This design comes from an exercise in tuning for small area on the open sky130 flow, not from production work.
Function was checked by simulation only, so behaviour that the tests miss may differ from the original.
Power is estimated from default activity; no workload was simulated.

`constraint.sdc`:
```
create_clock -name core_clock -period 12.0 [get_ports {clock}]
set_input_delay 2.4000 -clock core_clock [delete_from_list [all_inputs] [get_ports {clock}]]
set_output_delay 2.4000 -clock core_clock [all_outputs]
set_load 0.01 [all_outputs]
```
`run.sh`:
```
#!/bin/bash
# synth_recipe.tcl (not shown) runs the flow's synth.tcl, then flattens the netlist and writes it again
# the make line also repeats each setting of config.mk as NAME=value (left out here)
make -C /OpenROAD-flow-scripts/flow DESIGN_CONFIG=/design/flow/config.mk WORK_HOME=/design/flow/orfs CLKGATE_MAP_FILE= SYNTH_SCRIPT=/design/flow/synth_recipe.tcl finish
```
`design.v`:
```
package blackjackPkg;
    typedef logic [4-1:0] cardValue_t;     
    typedef logic [6-1:0] handTotal_t;
endpackage
`timescale 1ns/10ps
module cardDeck (
    input  logic                     clock,
    input  logic                     resetar,
    input  logic                     advance,
    input  logic [5:0]               shuffleSeed,
    output logic [5:0]               dealIndex,
    output blackjackPkg::cardValue_t topCard     
);
    logic [5:0] seed;
    logic [9:0] addr;
    logic [3:0] card;
    always_ff @(posedge clock) begin
        if (resetar) seed <= (shuffleSeed == 6'd0) ? 6'b001011 : shuffleSeed;
    end
    always_ff @(posedge clock) begin
        if (resetar)      dealIndex <= 6'd11;
        else if (advance) dealIndex <= dealIndex + 1'b1;
    end
    assign addr = {seed, dealIndex[3:0]};
    logic n15, n16, n17, n18, n19, n20, n21, n22, n23, n24, n25, n26, n27, n28, n29, n30, n31, n32, n33, n34, n35, n36, n37, n38, n39, n40, n41, n42, n43, n44, n45, n46, n47, n48, n49, n50, n51, n52, n53, n54, n55, n56, n57, n58, n59, n60, n61, n62, n63, n64, n65, n66, n67, n68, n69, n70, n71, n72, n73, n74, n75, n76, n77, n78, n79, n80, n81, n82, n83, n84, n85, n86, n87, n88, n89, n90, n91, n92, n93, n94, n95, n96, n97, n98, n99, n100, n101, n102, n103, n104, n105, n106, n107, n108, n109, n110, n111, n112, n113, n114, n115, n116, n117, n118, n119, n120, n121, n122, n123, n124, n125, n126, n127, n128, n129, n130, n131, n132, n133, n134, n135, n136, n137, n138, n139, n140, n141, n142, n143, n144, n145, n146, n147, n148, n149, n150, n151, n152, n153, n154, n155, n156, n157, n158, n159, n160, n161, n162, n163, n164, n165, n166, n167, n168, n169, n170, n171, n172, n173, n174, n175, n176, n177, n178, n179, n180, n181, n182, n183, n184, n185, n186, n187, n188, n189, n190, n191, n192, n193, n194, n195, n196, n197, n198, n199, n200, n201, n202, n203, n204, n205, n206, n207, n208, n209, n210, n211, n212, n213, n214, n215, n216, n217, n218, n219, n220, n221, n222, n223, n224, n225, n226, n227, n228, n229, n230, n231, n232, n233, n234, n235, n236, n237, n238, n239, n240, n241, n242, n243, n244, n245, n246, n247, n248, n249, n250, n251, n252, n253, n254, n255, n256, n257, n258, n259, n260, n261, n262, n263, n264, n265, n266, n267, n269, n270, n271, n272, n273, n274, n275, n276, n277, n278, n279, n280, n281, n282, n283, n284, n285, n286, n287, n288, n289, n290, n291, n292, n293, n294, n295, n296, n297, n298, n299, n300, n301, n302, n303, n304, n305, n306, n307, n308, n309, n310, n311, n312, n313, n314, n315, n316, n317, n318, n319, n320, n321, n322, n323, n324, n325, n326, n327, n328, n329, n330, n331, n332, n333, n334, n335, n336, n337, n338, n339, n340, n341, n342, n343, n344, n345, n346, n347, n348, n349, n350, n351, n352, n353, n354, n355, n356, n357, n358, n359, n360, n361, n362, n363, n364, n365, n366, n367, n368, n369, n370, n371, n372, n373, n374, n375, n376, n377, n378, n379, n380, n381, n382, n383, n384, n385, n386, n387, n388, n389, n390, n391, n392, n393, n394, n395, n396, n397, n398, n399, n400, n401, n402, n403, n404, n405, n406, n407, n408, n409, n410, n411, n412, n413, n414, n415, n416, n417, n418, n419, n420, n421, n422, n423, n424, n425, n426, n427, n428, n429, n430, n431, n432, n433, n434, n435, n437, n438, n439, n440, n441, n442, n443, n444, n445, n446, n447, n448, n449, n450, n451, n452, n453, n454, n455, n456, n457, n458, n459, n460, n461, n462, n463, n464, n465, n466, n467, n468, n469, n470, n471, n472, n473, n474, n475, n476, n477, n478, n479, n480, n481, n482, n483, n484, n485, n486, n487, n488, n489, n490, n491, n492, n493, n494, n495, n496, n497, n498, n499, n500, n501, n502, n503, n504, n505, n506, n507, n508, n509, n510, n511, n512, n513, n514, n515, n516, n517, n518, n519, n520, n521, n522, n523, n524, n525, n526, n527, n528, n529, n530, n531, n532, n533, n534, n535, n536, n537, n538, n539, n540, n541, n542, n543, n544, n545, n546, n547, n548, n549, n550, n551, n552, n553, n554, n555, n556, n557, n558, n559, n560, n561, n562, n563, n564, n565, n566, n567, n568, n569, n570, n571, n572, n573, n574, n575, n576, n577, n578, n579, n580, n581, n582, n583, n584, n586, n587, n588, n589, n590, n591, n592, n593, n594, n595, n596, n597, n598, n599, n600, n601, n602, n603, n604, n605, n606, n607, n608, n609, n610, n611, n612, n613, n614, n615, n616, n617, n618, n619, n620, n621, n622, n623, n624, n625, n626, n627, n628, n629, n630, n631, n632, n633, n634, n635, n636, n637, n638, n639, n640, n641, n642, n643, n644, n645, n646, n647, n648, n649, n650, n651, n652, n653, n654, n655, n656, n657, n658, n659, n660, n661, n662, n663;
    assign n15 = addr[6] & ~addr[7];
    assign n16 = addr[8] & n15;
    assign n17 = ~addr[0] & addr[2];
    assign n18 = n16 & n17;
    assign n19 = addr[4] & addr[5];
    assign n20 = addr[1] & n15;
    assign n21 = addr[2] & ~addr[6];
    assign n22 = addr[1] & addr[7];
    assign n23 = n21 & n22;
    assign n24 = ~n20 & ~n23;
    assign n25 = n19 & ~n24;
    assign n26 = addr[0] & ~addr[7];
    assign n27 = ~addr[6] & addr[8];
    assign n28 = ~addr[4] & n27;
    assign n29 = ~addr[4] & ~addr[5];
    assign n30 = addr[6] & addr[8];
    assign n31 = ~addr[6] & ~addr[8];
    assign n32 = ~n30 & ~n31;
    assign n33 = ~n29 & ~n32;
    assign n34 = ~n28 & ~n33;
    assign n35 = n26 & ~n34;
    assign n36 = n29 & n30;
    assign n37 = ~n26 & n36;
    assign n38 = ~addr[0] & addr[7];
    assign n39 = ~n26 & ~n38;
    assign n40 = addr[6] & ~addr[8];
    assign n41 = addr[4] & n40;
    assign n42 = ~addr[5] & n41;
    assign n43 = n39 & n42;
    assign n44 = ~n37 & ~n43;
    assign n45 = ~n35 & n44;
    assign n46 = addr[1] & ~n45;
    assign n47 = ~n25 & ~n46;
    assign n48 = addr[5] & n47;
    assign n49 = n18 & ~n48;
    assign n50 = ~addr[1] & ~addr[4];
    assign n51 = ~addr[1] & ~addr[8];
    assign n52 = ~n50 & ~n51;
    assign n53 = addr[1] & ~addr[5];
    assign n54 = ~addr[0] & ~n53;
    assign n55 = n52 & n54;
    assign n56 = ~addr[4] & ~addr[8];
    assign n57 = addr[1] & n56;
    assign n58 = addr[0] & addr[5];
    assign n59 = ~n52 & n58;
    assign n60 = ~n57 & ~n59;
    assign n61 = ~n55 & n60;
    assign n62 = ~addr[4] & n31;
    assign n63 = n61 & ~n62;
    assign n64 = ~addr[6] & ~n61;
    assign n65 = ~addr[7] & ~n64;
    assign n66 = ~n63 & n65;
    assign n67 = ~addr[5] & ~addr[8];
    assign n68 = addr[0] & n67;
    assign n69 = ~n45 & n68;
    assign n70 = ~addr[6] & addr[7];
    assign n71 = addr[1] & ~n67;
    assign n72 = ~addr[0] & addr[5];
    assign n73 = addr[0] & addr[8];
    assign n74 = ~n72 & ~n73;
    assign n75 = n71 & n74;
    assign n76 = ~addr[1] & n29;
    assign n77 = ~n75 & ~n76;
    assign n78 = n70 & ~n77;
    assign n79 = addr[1] & ~addr[8];
    assign n80 = n19 & n38;
    assign n81 = n79 & n80;
    assign n82 = ~addr[2] & ~n81;
    assign n83 = ~n78 & n82;
    assign n84 = ~n69 & n83;
    assign n85 = ~n66 & n84;
    assign n86 = addr[0] & ~addr[8];
    assign n87 = ~addr[7] & n86;
    assign n88 = n19 & n87;
    assign n89 = ~addr[8] & n15;
    assign n90 = addr[5] & n89;
    assign n91 = addr[2] & ~n90;
    assign n92 = ~n88 & n91;
    assign n93 = n31 & n38;
    assign n94 = ~addr[1] & ~addr[5];
    assign n95 = addr[4] & ~n94;
    assign n96 = ~n50 & ~n95;
    assign n97 = n93 & ~n96;
    assign n98 = ~addr[0] & ~addr[4];
    assign n99 = addr[0] & addr[4];
    assign n100 = ~n98 & ~n99;
    assign n101 = ~addr[8] & n94;
    assign n102 = addr[6] & addr[7];
    assign n103 = n101 & n102;
    assign n104 = n100 & n103;
    assign n105 = ~n97 & ~n104;
    assign n106 = n92 & n105;
    assign n107 = ~n85 & ~n106;
    assign n108 = addr[5] & ~addr[9];
    assign n109 = addr[1] & addr[8];
    assign n110 = addr[0] & addr[7];
    assign n111 = ~addr[4] & n110;
    assign n112 = n109 & n111;
    assign n113 = ~addr[9] & ~n112;
    assign n114 = ~n108 & ~n113;
    assign n115 = ~n107 & ~n114;
    assign n116 = ~n49 & n115;
    assign n117 = ~addr[4] & n30;
    assign n118 = ~n41 & ~n117;
    assign n119 = addr[2] & ~addr[7];
    assign n120 = ~n118 & n119;
    assign n121 = ~addr[2] & addr[4];
    assign n122 = addr[7] & n27;
    assign n123 = ~addr[2] & ~addr[7];
    assign n124 = n31 & n123;
    assign n125 = ~n122 & ~n124;
    assign n126 = ~n121 & ~n125;
    assign n127 = ~n120 & ~n126;
    assign n128 = n58 & ~n127;
    assign n129 = addr[1] & ~addr[6];
    assign n130 = n30 & n94;
    assign n131 = ~n129 & ~n130;
    assign n132 = n98 & ~n131;
    assign n133 = ~addr[2] & addr[7];
    assign n134 = n132 & n133;
    assign n135 = ~addr[6] & ~addr[7];
    assign n136 = ~addr[2] & ~addr[4];
    assign n137 = addr[2] & addr[4];
    assign n138 = ~n136 & ~n137;
    assign n139 = n135 & n138;
    assign n140 = ~n102 & ~n139;
    assign n141 = addr[4] & addr[7];
    assign n142 = n101 & ~n141;
    assign n143 = n58 & n121;
    assign n144 = ~n87 & n143;
    assign n145 = ~n142 & ~n144;
    assign n146 = ~n140 & ~n145;
    assign n147 = addr[4] & ~addr[6];
    assign n148 = addr[7] & ~n147;
    assign n149 = n73 & n94;
    assign n150 = ~n21 & n149;
    assign n151 = ~n148 & n150;
    assign n152 = addr[9] & ~n151;
    assign n153 = ~n146 & n152;
    assign n154 = ~n134 & n153;
    assign n155 = ~n128 & n154;
    assign n156 = n47 & n155;
    assign n157 = ~n116 & ~n156;
    assign n158 = ~addr[7] & addr[9];
    assign n159 = ~addr[0] & n158;
    assign n160 = ~addr[1] & ~n159;
    assign n161 = ~addr[0] & addr[1];
    assign n162 = addr[5] & n22;
    assign n163 = ~n161 & ~n162;
    assign n164 = ~n160 & n163;
    assign n165 = addr[2] & n164;
    assign n166 = ~addr[7] & n108;
    assign n167 = n161 & n166;
    assign n168 = ~addr[2] & n167;
    assign n169 = ~addr[1] & addr[9];
    assign n170 = addr[2] & ~addr[5];
    assign n171 = n169 & n170;
    assign n172 = ~n110 & n171;
    assign n173 = ~addr[1] & ~addr[2];
    assign n174 = addr[5] & n173;
    assign n175 = addr[7] & ~addr[9];
    assign n176 = n174 & n175;
    assign n177 = ~addr[2] & ~addr[5];
    assign n178 = n26 & n177;
    assign n179 = ~addr[9] & n178;
    assign n180 = ~n176 & ~n179;
    assign n181 = ~n172 & n180;
    assign n182 = ~n168 & n181;
    assign n183 = ~n165 & n182;
    assign n184 = addr[4] & ~n183;
    assign n185 = ~addr[7] & ~addr[9];
    assign n186 = ~addr[4] & n185;
    assign n187 = ~addr[2] & n53;
    assign n188 = n186 & n187;
    assign n189 = addr[2] & ~addr[4];
    assign n190 = n94 & n159;
    assign n191 = ~addr[5] & addr[9];
    assign n192 = ~n108 & ~n191;
    assign n193 = ~n38 & ~n158;
    assign n194 = ~n192 & n193;
    assign n195 = ~n190 & ~n194;
    assign n196 = n189 & ~n195;
    assign n197 = ~n188 & ~n196;
    assign n198 = ~n184 & n197;
    assign n199 = n32 & ~n198;
    assign n200 = n38 & n169;
    assign n201 = addr[6] & n200;
    assign n202 = ~addr[0] & ~addr[7];
    assign n203 = ~addr[1] & ~addr[9];
    assign n204 = n202 & n203;
    assign n205 = ~addr[5] & n204;
    assign n206 = ~n201 & ~n205;
    assign n207 = ~addr[3] & ~n206;
    assign n208 = ~n171 & ~n207;
    assign n209 = addr[4] & ~n208;
    assign n210 = ~addr[4] & addr[6];
    assign n211 = ~n147 & ~n210;
    assign n212 = addr[5] & n158;
    assign n213 = ~addr[0] & n173;
    assign n214 = n212 & n213;
    assign n215 = ~n53 & n192;
    assign n216 = addr[2] & addr[7];
    assign n217 = ~addr[0] & n216;
    assign n218 = ~n215 & n217;
    assign n219 = ~n214 & ~n218;
    assign n220 = ~n211 & ~n219;
    assign n221 = n136 & n161;
    assign n222 = addr[0] & n189;
    assign n223 = ~n221 & ~n222;
    assign n224 = n108 & ~n223;
    assign n225 = ~n220 & ~n224;
    assign n226 = ~n209 & n225;
    assign n227 = addr[8] & ~n226;
    assign n228 = ~addr[6] & n67;
    assign n229 = ~n31 & n166;
    assign n230 = ~n228 & ~n229;
    assign n231 = addr[0] & n50;
    assign n232 = ~n230 & n231;
    assign n233 = n132 & n215;
    assign n234 = addr[0] & ~addr[6];
    assign n235 = ~addr[9] & ~n234;
    assign n236 = addr[0] & ~addr[5];
    assign n237 = n235 & n236;
    assign n238 = ~n228 & ~n237;
    assign n239 = ~addr[4] & ~addr[9];
    assign n240 = ~addr[2] & addr[9];
    assign n241 = addr[1] & ~n240;
    assign n242 = ~n239 & n241;
    assign n243 = ~n238 & n242;
    assign n244 = ~n233 & ~n243;
    assign n245 = ~n232 & n244;
    assign n246 = ~addr[6] & n79;
    assign n247 = n72 & n246;
    assign n248 = addr[5] & addr[8];
    assign n249 = ~n67 & ~n248;
    assign n250 = addr[6] & n98;
    assign n251 = ~n22 & n250;
    assign n252 = n249 & n251;
    assign n253 = ~n247 & ~n252;
    assign n254 = n240 & ~n253;
    assign n255 = ~addr[1] & n119;
    assign n256 = addr[9] & n255;
    assign n257 = ~n176 & ~n256;
    assign n258 = n86 & ~n211;
    assign n259 = ~n257 & n258;
    assign n260 = addr[1] & ~addr[9];
    assign n261 = addr[0] & addr[2];
    assign n262 = n260 & n261;
    assign n263 = ~n259 & ~n262;
    assign n264 = ~n254 & n263;
    assign n265 = n245 & n264;
    assign n266 = ~n227 & n265;
    assign n267 = ~n199 & n266;
    assign card[0] = n157 | ~n267;
    assign n269 = n58 & n123;
    assign n270 = n30 & n269;
    assign n271 = ~n18 & ~n270;
    assign n272 = n67 & n217;
    assign n273 = ~n133 & ~n177;
    assign n274 = n27 & ~n38;
    assign n275 = ~n273 & n274;
    assign n276 = ~addr[0] & addr[6];
    assign n277 = n177 & n276;
    assign n278 = ~n16 & n277;
    assign n279 = ~n275 & ~n278;
    assign n280 = ~n272 & n279;
    assign n281 = n271 & n280;
    assign n282 = ~addr[9] & ~n281;
    assign n283 = addr[8] & n170;
    assign n284 = addr[5] & n40;
    assign n285 = ~n283 & ~n284;
    assign n286 = ~n123 & n276;
    assign n287 = ~n285 & n286;
    assign n288 = ~n31 & n178;
    assign n289 = ~n287 & ~n288;
    assign n290 = addr[2] & addr[5];
    assign n291 = n38 & ~n40;
    assign n292 = ~n290 & n291;
    assign n293 = ~n249 & n292;
    assign n294 = ~n216 & ~n269;
    assign n295 = n31 & ~n294;
    assign n296 = ~n293 & ~n295;
    assign n297 = n289 & n296;
    assign n298 = addr[9] & ~n297;
    assign n299 = addr[2] & ~addr[8];
    assign n300 = n26 & n299;
    assign n301 = ~addr[1] & ~n300;
    assign n302 = ~n298 & n301;
    assign n303 = ~n282 & n302;
    assign n304 = addr[7] & addr[9];
    assign n305 = ~n276 & n304;
    assign n306 = addr[9] & n73;
    assign n307 = n15 & n306;
    assign n308 = ~n305 & ~n307;
    assign n309 = n248 & ~n308;
    assign n310 = addr[8] & n185;
    assign n311 = ~n299 & ~n310;
    assign n312 = n237 & n311;
    assign n313 = n40 & n166;
    assign n314 = addr[1] & ~n313;
    assign n315 = ~n312 & n314;
    assign n316 = ~n185 & ~n248;
    assign n317 = ~n108 & ~n316;
    assign n318 = addr[8] & ~addr[9];
    assign n319 = ~n158 & ~n318;
    assign n320 = ~addr[0] & ~addr[6];
    assign n321 = ~addr[2] & n320;
    assign n322 = ~n319 & n321;
    assign n323 = ~n317 & n322;
    assign n324 = ~n17 & ~n305;
    assign n325 = n67 & ~n324;
    assign n326 = ~n323 & ~n325;
    assign n327 = n315 & n326;
    assign n328 = ~n309 & n327;
    assign n329 = ~addr[4] & ~n328;
    assign n330 = ~n303 & n329;
    assign n331 = n54 & n123;
    assign n332 = n192 & n331;
    assign n333 = ~n119 & ~n283;
    assign n334 = n260 & ~n333;
    assign n335 = ~n109 & n191;
    assign n336 = addr[8] & n304;
    assign n337 = n17 & ~n336;
    assign n338 = n335 & n337;
    assign n339 = ~n334 & ~n338;
    assign n340 = ~n332 & n339;
    assign n341 = addr[4] & ~n340;
    assign n342 = addr[0] & n304;
    assign n343 = ~n53 & n342;
    assign n344 = ~n167 & ~n343;
    assign n345 = n136 & ~n344;
    assign n346 = ~addr[3] & ~n79;
    assign n347 = ~n299 & n346;
    assign n348 = n80 & n347;
    assign n349 = ~n300 & ~n348;
    assign n350 = addr[9] & ~n349;
    assign n351 = ~n345 & ~n350;
    assign n352 = ~n341 & n351;
    assign n353 = addr[6] & ~n352;
    assign n354 = ~addr[8] & n175;
    assign n355 = addr[8] & n158;
    assign n356 = ~n354 & ~n355;
    assign n357 = addr[1] & addr[9];
    assign n358 = ~n203 & ~n357;
    assign n359 = addr[6] & ~n358;
    assign n360 = ~n273 & n359;
    assign n361 = ~n356 & n360;
    assign n362 = n174 & n310;
    assign n363 = n170 & n175;
    assign n364 = ~addr[1] & n363;
    assign n365 = ~n362 & ~n364;
    assign n366 = ~addr[2] & ~addr[6];
    assign n367 = addr[2] & addr[6];
    assign n368 = ~n366 & ~n367;
    assign n369 = ~n365 & ~n368;
    assign n370 = n79 & n363;
    assign n371 = n212 & n246;
    assign n372 = ~n370 & ~n371;
    assign n373 = ~n369 & n372;
    assign n374 = ~n361 & n373;
    assign n375 = ~n100 & ~n374;
    assign n376 = addr[4] & n177;
    assign n377 = addr[8] & n234;
    assign n378 = ~addr[8] & n276;
    assign n379 = ~n377 & ~n378;
    assign n380 = n304 & ~n379;
    assign n381 = addr[9] & ~n70;
    assign n382 = ~n32 & ~n381;
    assign n383 = ~n93 & n175;
    assign n384 = n382 & n383;
    assign n385 = ~n380 & ~n384;
    assign n386 = addr[1] & ~n385;
    assign n387 = ~n89 & ~n336;
    assign n388 = ~addr[9] & n161;
    assign n389 = ~n200 & ~n388;
    assign n390 = ~n387 & ~n389;
    assign n391 = ~addr[1] & n175;
    assign n392 = ~n388 & ~n391;
    assign n393 = n27 & ~n392;
    assign n394 = n16 & ~n358;
    assign n395 = addr[9] & n86;
    assign n396 = n135 & n395;
    assign n397 = ~n394 & ~n396;
    assign n398 = ~n393 & n397;
    assign n399 = ~n390 & n398;
    assign n400 = ~n386 & n399;
    assign n401 = n376 & ~n400;
    assign n402 = n26 & n203;
    assign n403 = ~n159 & ~n402;
    assign n404 = addr[8] & ~n403;
    assign n405 = ~addr[6] & ~n362;
    assign n406 = n161 & n354;
    assign n407 = ~addr[1] & addr[8];
    assign n408 = ~n79 & n110;
    assign n409 = ~n407 & n408;
    assign n410 = ~n406 & ~n409;
    assign n411 = n405 & n410;
    assign n412 = ~n404 & n411;
    assign n413 = n86 & ~n173;
    assign n414 = ~n260 & n413;
    assign n415 = addr[8] & n213;
    assign n416 = n15 & ~n415;
    assign n417 = ~n414 & n416;
    assign n418 = ~addr[1] & n306;
    assign n419 = n102 & ~n418;
    assign n420 = n19 & ~n419;
    assign n421 = ~n417 & n420;
    assign n422 = ~n412 & n421;
    assign n423 = n27 & ~n202;
    assign n424 = n171 & n423;
    assign n425 = n17 & n147;
    assign n426 = ~addr[1] & ~addr[7];
    assign n427 = ~n67 & n426;
    assign n428 = n192 & n427;
    assign n429 = ~n22 & ~n428;
    assign n430 = n425 & ~n429;
    assign n431 = ~n424 & ~n430;
    assign n432 = ~n422 & n431;
    assign n433 = ~n401 & n432;
    assign n434 = ~n375 & n433;
    assign n435 = ~n353 & n434;
    assign card[1] = n330 | ~n435;
    assign n437 = n109 & n304;
    assign n438 = ~n122 & ~n437;
    assign n439 = ~addr[5] & ~n438;
    assign n440 = ~n313 & ~n439;
    assign n441 = ~addr[0] & n440;
    assign n442 = ~n47 & n441;
    assign n443 = addr[0] & ~n440;
    assign n444 = n79 & n158;
    assign n445 = ~n437 & ~n444;
    assign n446 = n72 & ~n445;
    assign n447 = n246 & n317;
    assign n448 = n136 & ~n447;
    assign n449 = ~n446 & n448;
    assign n450 = ~n443 & n449;
    assign n451 = n276 & n391;
    assign n452 = n185 & n234;
    assign n453 = ~n342 & ~n452;
    assign n454 = ~n129 & ~n453;
    assign n455 = ~n451 & ~n454;
    assign n456 = n248 & ~n455;
    assign n457 = addr[7] & n237;
    assign n458 = n206 & ~n457;
    assign n459 = ~addr[8] & ~n458;
    assign n460 = ~n456 & ~n459;
    assign n461 = n450 & n460;
    assign n462 = ~n442 & n461;
    assign n463 = ~n228 & ~n437;
    assign n464 = ~n191 & ~n463;
    assign n465 = n94 & n355;
    assign n466 = n169 & n284;
    assign n467 = n67 & n175;
    assign n468 = ~n246 & ~n467;
    assign n469 = ~n466 & n468;
    assign n470 = ~n465 & n469;
    assign n471 = ~n464 & n470;
    assign n472 = addr[0] & ~n30;
    assign n473 = ~n471 & ~n472;
    assign n474 = ~n86 & ~n129;
    assign n475 = ~n135 & ~n191;
    assign n476 = n86 & ~n475;
    assign n477 = ~n166 & ~n476;
    assign n478 = ~n474 & ~n477;
    assign n479 = n175 & n377;
    assign n480 = n189 & ~n479;
    assign n481 = ~n478 & n480;
    assign n482 = ~n473 & n481;
    assign n483 = n38 & n290;
    assign n484 = ~n176 & ~n483;
    assign n485 = ~n175 & ~n202;
    assign n486 = n53 & ~n216;
    assign n487 = ~n485 & n486;
    assign n488 = ~n214 & ~n364;
    assign n489 = ~n487 & n488;
    assign n490 = n484 & n489;
    assign n491 = n40 & ~n490;
    assign n492 = n135 & n173;
    assign n493 = ~n102 & ~n492;
    assign n494 = addr[5] & ~n493;
    assign n495 = ~n20 & ~n494;
    assign n496 = n306 & ~n495;
    assign n497 = addr[0] & n335;
    assign n498 = n26 & n191;
    assign n499 = ~n87 & ~n498;
    assign n500 = ~n465 & n499;
    assign n501 = ~n497 & n500;
    assign n502 = n21 & ~n501;
    assign n503 = n255 & n320;
    assign n504 = ~n161 & ~n216;
    assign n505 = ~n21 & ~n38;
    assign n506 = ~n504 & n505;
    assign n507 = ~n503 & ~n506;
    assign n508 = n192 & ~n249;
    assign n509 = ~n507 & n508;
    assign n510 = ~addr[5] & ~n235;
    assign n511 = addr[2] & n109;
    assign n512 = ~n485 & n511;
    assign n513 = ~n510 & n512;
    assign n514 = addr[4] & ~n513;
    assign n515 = ~n509 & n514;
    assign n516 = ~n502 & n515;
    assign n517 = ~n496 & n516;
    assign n518 = ~n491 & n517;
    assign n519 = ~n482 & ~n518;
    assign n520 = ~n462 & n519;
    assign n521 = addr[4] & n175;
    assign n522 = ~n54 & n521;
    assign n523 = ~n164 & n522;
    assign n524 = ~n96 & n204;
    assign n525 = n96 & n200;
    assign n526 = addr[1] & n99;
    assign n527 = n498 & n526;
    assign n528 = ~addr[4] & n53;
    assign n529 = n342 & n528;
    assign n530 = ~n527 & ~n529;
    assign n531 = ~n525 & n530;
    assign n532 = ~n524 & n531;
    assign n533 = ~n523 & n532;
    assign n534 = addr[8] & ~n533;
    assign n535 = ~n81 & ~n534;
    assign n536 = ~n368 & ~n535;
    assign n537 = ~addr[8] & n147;
    assign n538 = n56 & n368;
    assign n539 = ~n537 & ~n538;
    assign n540 = n53 & ~n539;
    assign n541 = ~addr[1] & n28;
    assign n542 = ~n537 & ~n541;
    assign n543 = n290 & ~n542;
    assign n544 = n130 & n138;
    assign n545 = ~addr[9] & ~n544;
    assign n546 = ~n543 & n545;
    assign n547 = ~n540 & n546;
    assign n548 = addr[2] & n228;
    assign n549 = addr[9] & ~n548;
    assign n550 = n28 & n187;
    assign n551 = n56 & n174;
    assign n552 = ~n550 & ~n551;
    assign n553 = n549 & n552;
    assign n554 = n50 & ~n285;
    assign n555 = ~n117 & ~n537;
    assign n556 = addr[1] & addr[5];
    assign n557 = ~n555 & n556;
    assign n558 = ~n554 & ~n557;
    assign n559 = n553 & n558;
    assign n560 = ~n39 & ~n559;
    assign n561 = ~n547 & n560;
    assign n562 = ~addr[0] & n318;
    assign n563 = ~n395 & ~n562;
    assign n564 = n141 & n174;
    assign n565 = ~n19 & ~n29;
    assign n566 = n20 & ~n565;
    assign n567 = ~n564 & ~n566;
    assign n568 = n367 & n528;
    assign n569 = n376 & n492;
    assign n570 = ~n568 & ~n569;
    assign n571 = n567 & n570;
    assign n572 = ~n563 & ~n571;
    assign n573 = n111 & ~n366;
    assign n574 = ~addr[6] & ~n50;
    assign n575 = n202 & n574;
    assign n576 = ~n573 & ~n575;
    assign n577 = ~n173 & ~n234;
    assign n578 = ~n407 & ~n577;
    assign n579 = ~n221 & ~n578;
    assign n580 = ~n192 & ~n579;
    assign n581 = ~n576 & n580;
    assign n582 = ~n572 & ~n581;
    assign n583 = ~n561 & n582;
    assign n584 = ~n536 & n583;
    assign card[2] = n520 | ~n584;
    assign n586 = ~n186 & ~n306;
    assign n587 = n21 & ~n586;
    assign n588 = addr[8] & n216;
    assign n589 = ~n175 & ~n588;
    assign n590 = ~n27 & n98;
    assign n591 = ~n173 & n590;
    assign n592 = ~n589 & n591;
    assign n593 = n382 & n526;
    assign n594 = ~n592 & ~n593;
    assign n595 = ~n587 & n594;
    assign n596 = n121 & ~n387;
    assign n597 = n203 & n596;
    assign n598 = n21 & n109;
    assign n599 = n185 & n598;
    assign n600 = addr[2] & n158;
    assign n601 = n41 & n600;
    assign n602 = addr[5] & ~n262;
    assign n603 = ~n601 & n602;
    assign n604 = ~n599 & n603;
    assign n605 = ~n597 & n604;
    assign n606 = ~addr[2] & n117;
    assign n607 = ~n73 & ~n606;
    assign n608 = n50 & n158;
    assign n609 = ~n50 & n175;
    assign n610 = n211 & n609;
    assign n611 = ~n608 & ~n610;
    assign n612 = ~n607 & ~n611;
    assign n613 = n40 & n222;
    assign n614 = ~n100 & n129;
    assign n615 = ~n613 & ~n614;
    assign n616 = ~n356 & ~n615;
    assign n617 = ~n612 & ~n616;
    assign n618 = n605 & n617;
    assign n619 = n595 & n618;
    assign n620 = n216 & n537;
    assign n621 = n56 & ~n304;
    assign n622 = n366 & n621;
    assign n623 = ~n620 & ~n622;
    assign n624 = ~n596 & n623;
    assign n625 = addr[0] & ~n624;
    assign n626 = ~n425 & ~n613;
    assign n627 = n175 & ~n626;
    assign n628 = ~n17 & ~n21;
    assign n629 = n56 & ~n70;
    assign n630 = ~n175 & n629;
    assign n631 = ~n628 & n630;
    assign n632 = n94 & ~n631;
    assign n633 = ~n627 & n632;
    assign n634 = ~n625 & n633;
    assign n635 = n240 & n276;
    assign n636 = ~n355 & n635;
    assign n637 = ~n307 & ~n452;
    assign n638 = ~n636 & n637;
    assign n639 = ~addr[4] & ~n638;
    assign n640 = n321 & n355;
    assign n641 = n40 & n342;
    assign n642 = addr[8] & ~n175;
    assign n643 = n21 & ~n642;
    assign n644 = ~n641 & ~n643;
    assign n645 = ~n640 & n644;
    assign n646 = addr[4] & ~n645;
    assign n647 = n53 & ~n262;
    assign n648 = ~n646 & n647;
    assign n649 = ~n639 & n648;
    assign n650 = ~n634 & ~n649;
    assign n651 = ~n619 & n650;
    assign n652 = addr[4] & n304;
    assign n653 = n228 & n652;
    assign n654 = n36 & n185;
    assign n655 = n62 & n108;
    assign n656 = ~n654 & ~n655;
    assign n657 = ~n653 & n656;
    assign n658 = n213 & ~n657;
    assign n659 = ~addr[4] & n17;
    assign n660 = ~n184 & ~n659;
    assign n661 = n32 & n166;
    assign n662 = ~n660 & n661;
    assign n663 = ~n658 & ~n662;
    assign card[3] = n651 | ~n663;
    assign topCard = card;
endmodule
`timescale 1ns/10ps
module blackjackTable (
    input  logic                      clock,
    input  logic                      resetar,
    input  logic                      hitCard,
    input  logic                      standHand,
    input  logic [5:0]                dealIndex,
    input  blackjackPkg::cardValue_t  topCard,
    output logic                      advance,       
    output logic                      tableReady,
    output logic                      winLed,
    output logic                      lossLed,
    output logic                      pushLed,
    output blackjackPkg::handTotal_t  playerTotal,
    output blackjackPkg::handTotal_t  dealerShown
);
    localparam logic [3:0] AUTO = 4'b0000, PTURN = 4'b0001, PHIT = 4'b0011, DTURN = 4'b0100,
                           DHIT = 4'b0110, SETTLE = 4'b0101,
                           HOLDWIN = 4'b1001, HOLDLOSS = 4'b1010, HOLDPUSH = 4'b1100;
    logic [3:0] state, nextState;
    blackjackPkg::handTotal_t dealerTotal;
    logic       hold, autoRun, hit, firstDeal, toPlayer, toDealer, playerBust, dealerBust, dealerDraws;
    logic       playerAhead, dealerAhead;
    assign hold      = state[3];
    assign autoRun   = (state == AUTO);
    assign firstDeal = autoRun && (dealIndex[5:2] == 4'd0);
    assign hit       = !state[3] && state[1];   
    assign toPlayer  = (firstDeal && (dealIndex[1] == dealIndex[0])) || (hit && !state[2]);
    assign toDealer  = (firstDeal && (dealIndex[1] != dealIndex[0])) || (hit && state[2]);
    assign advance   = autoRun || hit;
    assign tableReady = autoRun && (dealIndex == 6'd63);
    assign playerBust  = (playerTotal[5:4] == 2'd3) || (playerTotal[5:4] == 2'd2 && playerTotal[3:0] >= 4'd2);
    assign dealerBust  = (dealerTotal[5:4] == 2'd3) || (dealerTotal[5:4] == 2'd2 && dealerTotal[3:0] >= 4'd2);
    assign dealerDraws = (dealerTotal[5:4] == 2'd0) || (dealerTotal[5:4] == 2'd1 && dealerTotal[3:0] < 4'd7);
    assign playerAhead = playerTotal > dealerTotal;
    assign dealerAhead = playerTotal < dealerTotal;
    blackjackPkg::handTotal_t addIn, addOut;
    logic [4:0] onesSum;
    logic       carry;
    assign addIn   = toPlayer ? playerTotal : dealerTotal;
    assign onesSum = {1'b0, addIn[3:0]} + {1'b0, topCard};
    assign carry   = (onesSum >= 5'd10) || (topCard == 4'd0);
    assign addOut[3:0] = (onesSum >= 5'd10) ? 4'(onesSum - 5'd10) : onesSum[3:0];
    assign addOut[5:4] = addIn[5:4] + {1'b0, carry};
    always_comb begin
        nextState = state;
        case (state)
            AUTO:   if (dealIndex == 6'd3) nextState = PTURN;
            PTURN: begin
                if (playerBust)     nextState = HOLDLOSS;
                else if (hitCard)   nextState = PHIT;
                else if (standHand) nextState = DTURN;
            end
            PHIT:   nextState = PTURN;
            DTURN:  nextState = dealerDraws ? DHIT : SETTLE;
            DHIT:   nextState = DTURN;
            SETTLE: begin
                if (dealerBust || playerAhead) nextState = HOLDWIN;
                else if (dealerAhead)          nextState = HOLDLOSS;
                else                           nextState = HOLDPUSH;
            end
            default: nextState = state;   
        endcase
    end
    always_ff @(posedge clock) begin
        if (resetar) begin
            state       <= AUTO;
            playerTotal <= '0;
            dealerTotal <= '0;
        end else begin
            state <= nextState;
            if (toPlayer) playerTotal <= addOut;
            if (toDealer) dealerTotal <= addOut;
        end
    end
    assign dealerShown = hold ? dealerTotal : '0;
    assign winLed  = hold && state[0];
    assign lossLed = hold && state[1];
    assign pushLed = hold && state[2];
endmodule
`timescale 1ns/10ps
module scoreDisplay (
    input  blackjackPkg::handTotal_t total,
    output logic [13:0]              digits
);
    logic [1:0] tens;
    logic [3:0] ones;
    assign tens = total[5:4];
    assign ones = total[3:0];
    assign digits[0] = (ones[2] & ~ones[1] & ~ones[0]) | (~ones[3] & ~ones[2] & ~ones[1] & ones[0]);
    assign digits[1] = (ones[2] & ~ones[1] & ones[0]) | (ones[2] & ones[1] & ~ones[0]);
    assign digits[2] = (~ones[2] & ones[1] & ~ones[0]);
    assign digits[3] = (ones[2] & ~ones[1] & ~ones[0]) | (ones[2] & ones[1] & ones[0]) | (~ones[3] & ~ones[2] & ~ones[1] & ones[0]);
    assign digits[4] = (ones[0]) | (ones[2] & ~ones[1]);
    assign digits[5] = (ones[1] & ones[0]) | (~ones[2] & ones[1]) | (~ones[3] & ~ones[2] & ones[0]);
    assign digits[6] = (~ones[3] & ~ones[2] & ~ones[1]) | (ones[2] & ones[1] & ones[0]);
    assign digits[7] = (~tens[1] & tens[0]);
    assign digits[8] = 1'b0;
    assign digits[9] = (tens[1] & ~tens[0]);
    assign digits[10] = (~tens[1] & tens[0]);
    assign digits[11] = (tens[0]);
    assign digits[12] = (tens[0]) | (tens[1]);
    assign digits[13] = (~tens[1]);
endmodule
`timescale 1ns/10ps
module blackjackTop (
    input  logic                     clock,
    input  logic                     resetar,
    input  logic                     hitCard,
    input  logic                     standHand,
    input  logic [5:0]               shuffleSeed,
    output logic                     tableReady,
    output logic                     winLed,
    output logic                     lossLed,
    output logic                     pushLed,
    output logic [13:0]              playerDigits,
    output logic [13:0]              dealerDigits
);
    blackjackPkg::cardValue_t  topCard;
    blackjackPkg::handTotal_t  playerTotal;
    blackjackPkg::handTotal_t  dealerShown;
    logic [5:0]  dealIndex;
    logic        advance;
    cardDeck deck (
        .clock       (clock),
        .resetar     (resetar),
        .advance     (advance),
        .shuffleSeed (shuffleSeed),
        .dealIndex   (dealIndex),
        .topCard     (topCard)
    );
    blackjackTable table0 (
        .clock       (clock),
        .resetar     (resetar),
        .hitCard     (hitCard),
        .standHand   (standHand),
        .dealIndex   (dealIndex),
        .topCard     (topCard),
        .advance     (advance),
        .tableReady  (tableReady),
        .winLed      (winLed),
        .lossLed     (lossLed),
        .pushLed     (pushLed),
        .playerTotal (playerTotal),
        .dealerShown (dealerShown)
    );
    scoreDisplay playerDisplay (.total(playerTotal), .digits(playerDigits));
    scoreDisplay dealerDisplay (.total(dealerShown), .digits(dealerDigits));
endmodule
```
`config.mk`:
```
export PLATFORM = sky130hd
export DESIGN_NAME = blackjackTop
export DESIGN_NICKNAME = blackjackTop
export VERILOG_FILES = /design/flow/design.v
export SDC_FILE = /design/flow/constraint.sdc
export NUM_CORES = 4
export LEC_CHECK = 0
export ABC_AREA = 1
export CAP_MARGIN = 20
export CORE_MARGIN = 2
export CORE_UTILIZATION = 40
export SLEW_MARGIN = 20
```
==> results by group <==
Critical path
  – Startpoint types: flop
  – Crit path arrival time: approximately 5.2 ns
  – Crit-path most repeated cell: nand2_1
  – Max stage delay cell, worst path: edfxtp_1
  – Crit. End Element: flop
  – Critical path peak fanout: 14
  – Buf+Inv Stages, Crit Path: 7
  – CP max stage delay: about 0.70 ns
  – Critical Path RT: ~12 ns
  – Kind of critical path: reg -> reg
  – Critical path's top delay family: simple AND/OR/NAND/NOR gates

Logic synthesis
  – Synth Register Bits: 28
  – Post-synth top area cell: nand2_1
  – Yosys Warn Count: 2
  – Syn_area_per_cell: 5.36 sq um
  – Sequential area share after synthesis: between 10% and 20%
  – Synth Flop Type: dfxtp_1
  – Area of the mapped netlist: ~4800 sq um
  – Synth top area share: between 20% and 30%
  – Cell variety after synth: 38
  – Top cells by area, synth: nand2_1 21%, ha_1 11%, nand3_1 10%, dfxtp_1 9.2%, nor2_1 9.2%
  – Number of synthesized flops with an enable pin: 6
  – Async SR Flop Fraction: 0%
  – Cells after Synth: about 900
  – Top post-synthesis cells by count: 270 x nand2_1, 117 x nor2_1, 107 x inv_1, 98 x nand3_1, 76 x o21ai_0
  – Most common cell in the netlist: nand2_1

Floorplan
  – Initial Util: 40.5%
  – Die width: ~110 microns
  – Die area: between 10000 and 15000 sq um
  – Die Ht: ~110 microns
  – Top Ports: 42
  – Core Area: approximately 12000 sq um
  – Rows: 40

Global routing
  – Largest net degree at the start of global routing: 30
  – Vias in the first global route: between 5000 and 6000
  – GRT Overall Usage: ~30%
  – First-pass GRT wire length: between 30000 and 40000 microns
  – Antenna violations before repair: 0
  – Gr ovfl total: 0

Clock network
  – Post-cts resize count: 0
  – Max clock buf depth: 2
  – TritonCTS clock tree: built
  – Clock transition at path regs: 0.07 ns
  – CTS Hold Bufs: 0
  – Setup Buffers After CTS: 0
  – Worst-Skew Late Latency: 0.27 ns
  – Total CTS buffers: 3
  – Sink Count: 28
  – Clock root buffer: clkbuf_16
  – CTS H-tree lvls: 1

Cells and area
  – Antenna cells: 0
  – Fill cells: approximately 1300
  – Area Overhead vs Synth: 10.7%
  – Nets: between 900 and 1000
  – Final Util: around 45%
  – Share of cells above drive strength 1: roughly 2.3%

STA
  – Final Cycle Share: a little over two fifths
  – Max Slew Vio Count: 0
  – Sum Neg Setup Slack: 0 ns
  – Setup violators final: 0
  – RSZ-0062 raised after global routing: no
  – Tmin final: approximately 5.0 ns
  – Max Clk Rate: between 150 and 200 MHz
  – Final hold vios: 0
  – Worst slew margin: between 50 and 60%
  – Clock skew: around 0.0024 ns
  – Worst Max-Slew Pin Slew: between 0.7 and 0.8 ns

Detailed routing
  – Total wire length: about 20000 microns
  – Final ANT Viol Nets: 0
  – DRC: 0
  – 1st-iter DRT viols: between 900 and 1000
  – Vias per cell: 6.00
  – Pre-Repair DR Iteration Count: 9
  – Routed WL per cell: about 19 microns
  – Vias: between 6000 and 7000

Flow run
  – Max Cap Viol: 0

Power and ir drop
  – LEAKAGE: 2.74 nW
  – Pwr Density: roughly 180 nW/um^2
  – Worst vdd ir: roughly 140 uV

Placement
  – RD Place Congestion: approximately 1.1
  – Port bufs: 39
  – Final HPWL DP: roughly 15000 microns

Outcome
  – Run status: no timing/DRC/antenna violations

Min path
  – HP Class: reg -> reg
==> placed cells by master (no fill, tap or decap), drive strengths merged, types with 2 or more instances in the layout <==
cell,n
ha,44
a21oi,43
inv,111
a31oi,2
o21ai,78
nand3b,3
o22ai,2
nor2,118
clkdlybuf4s50,39
nand4,15
a22oi,3
buf,8
nor4,2
nand3,98
nor3,17
dfxtp,22
nand2,270
o21bai,7
conb,2
clkbuf,4
edfxtp,6
o31ai,2
or2,4
xnor2,2
==> final cells by class <==
cell class                      instances  area, sq um  share of cell area, %
Clock buffer                            4         78.8                   1.48
Inverter                              112          420                   7.91
Multi-Input combinational cell        720         3560                   67.0
Sequential cell                        28          621                   11.7
Tap cell                              147          184                   3.46
Timing Repair Buffer                   47          450                   8.48
==> tightest hold or removal path, delay by kind of cell (launching register included) <==
| family | cells | cell delay [ns] |
|---|---|---|
| AO/OA/AOI/OAI | 1 | 0.07 |
| buffers and inverters | 1 | 0.09 |
| flip-flops | 1 | 0.30 |
==> final timing paths <==
| kind | startpoint | to | slack (ns) | depth (start not counted) |
|---|---|---|---|---|
| hold reg to reg | deck.dealIndex[5]$_SDFFE_PP0P_ | deck.dealIndex[5]$_SDFFE_PP0P_ | 0.50 | 2 |
| setup reg to reg | deck.seed[5]$_SDFFCE_PN0P_ | table0.playerTotal[4]$_SDFFE_PP0N_ | 6.96 | 28 |
| hold / removal | deck.dealIndex[5]$_SDFFE_PP0P_ | deck.dealIndex[5]$_SDFFE_PP0P_ | 0.50 | 2 |
| setup / recovery | deck.seed[5]$_SDFFCE_PN0P_ | table0.playerTotal[4]$_SDFFE_PP0N_ | 6.96 | 28 |
==> routing by layer <==
layer | share of wire [%] | track usage, % | wire length, microns
met5 | 0 | 0 | 0
met4 | 8.1 | 20.9 | 1610
met3 | 13 | 6.48 | 2650
met2 | 39 | 42.6 | 7770
met1 | 40 | 40.5 | 7930
==> flip-flops by register name, indices dropped and copies added (netlist names) <==
register and cells:
table0.state 4, table0.dealerTotal 6, deck.seed 6, deck.dealIndex 6, table0.playerTotal 6
==> where the power goes <==
part	total, mW	internal, mW	switching (mW)
Sequential	0.150	0.120	0.0303
Combinational	0.750	0.244	0.505
Clock	0.0785	0.0456	0.0329
==> per-stage QoR <==
stage	hold slack [ns]	cell area (sq um)	setup slack [ns]	total power [mW]	std cells
after floorplan	0.464	4800	7.90	0.647	897
after global placement	0.483	5240	7.16	0.881	1054
after detailed placement	0.500	5240	7.12	0.872	1054
after CTS	0.510	5310	7.10	0.953	1058
after global routing	0.544	5310	6.63	1.06	1058
final	0.504	5310	6.96	0.978	1058
==> kinds of logic after synthesis <==
| group | Yosys count | share of synthesized area, % |
|---|---|---|
| and+or+nand+nor | 530 | 46.0 |
| xor gates and xnor gates | 3 | 0.548 |
| DFF | 28 | 12.9 |
| buffers and inverters | 149 | 13.0 |
| other | 1 | 0.0782 |
| adders and majority gates | 45 | 11.9 |
| AOI/OAI and AO/OA | 140 | 15.6 |

afterwards: timing with drivers on the ports:
The flow's constraints put no driver on any port. The routed layout listed below was extracted and timed again, unchanged, in two steps.
Step 1 (the two cells are an assumption about what drives the block):
set clk [get_ports {clock}]
set_driving_cell -lib_cell sky130_fd_sc_hd__clkbuf_16 $clk
set_driving_cell -lib_cell sky130_fd_sc_hd__buf_2 [delete_from_list [all_inputs] $clk]
Step 2 also shifts input and output timing later by t, the mid clock arrival at the registers, as if the neighbouring blocks saw the same clock.
a / b / c = ideal ports / drivers / drivers and shift; a / b = the first two.
shift t [ns]: 0.299
setup slack, ns: 6.964 / 6.964 / 6.964
worst setup path at the end: register to register
latest minus earliest clock arrival (ns): 0.002 / 0.003
After both steps setup and hold are still met in this run. For this run, drivers alone change the setup slack by 0.000 ns; drivers and shift together by 0.000 ns.
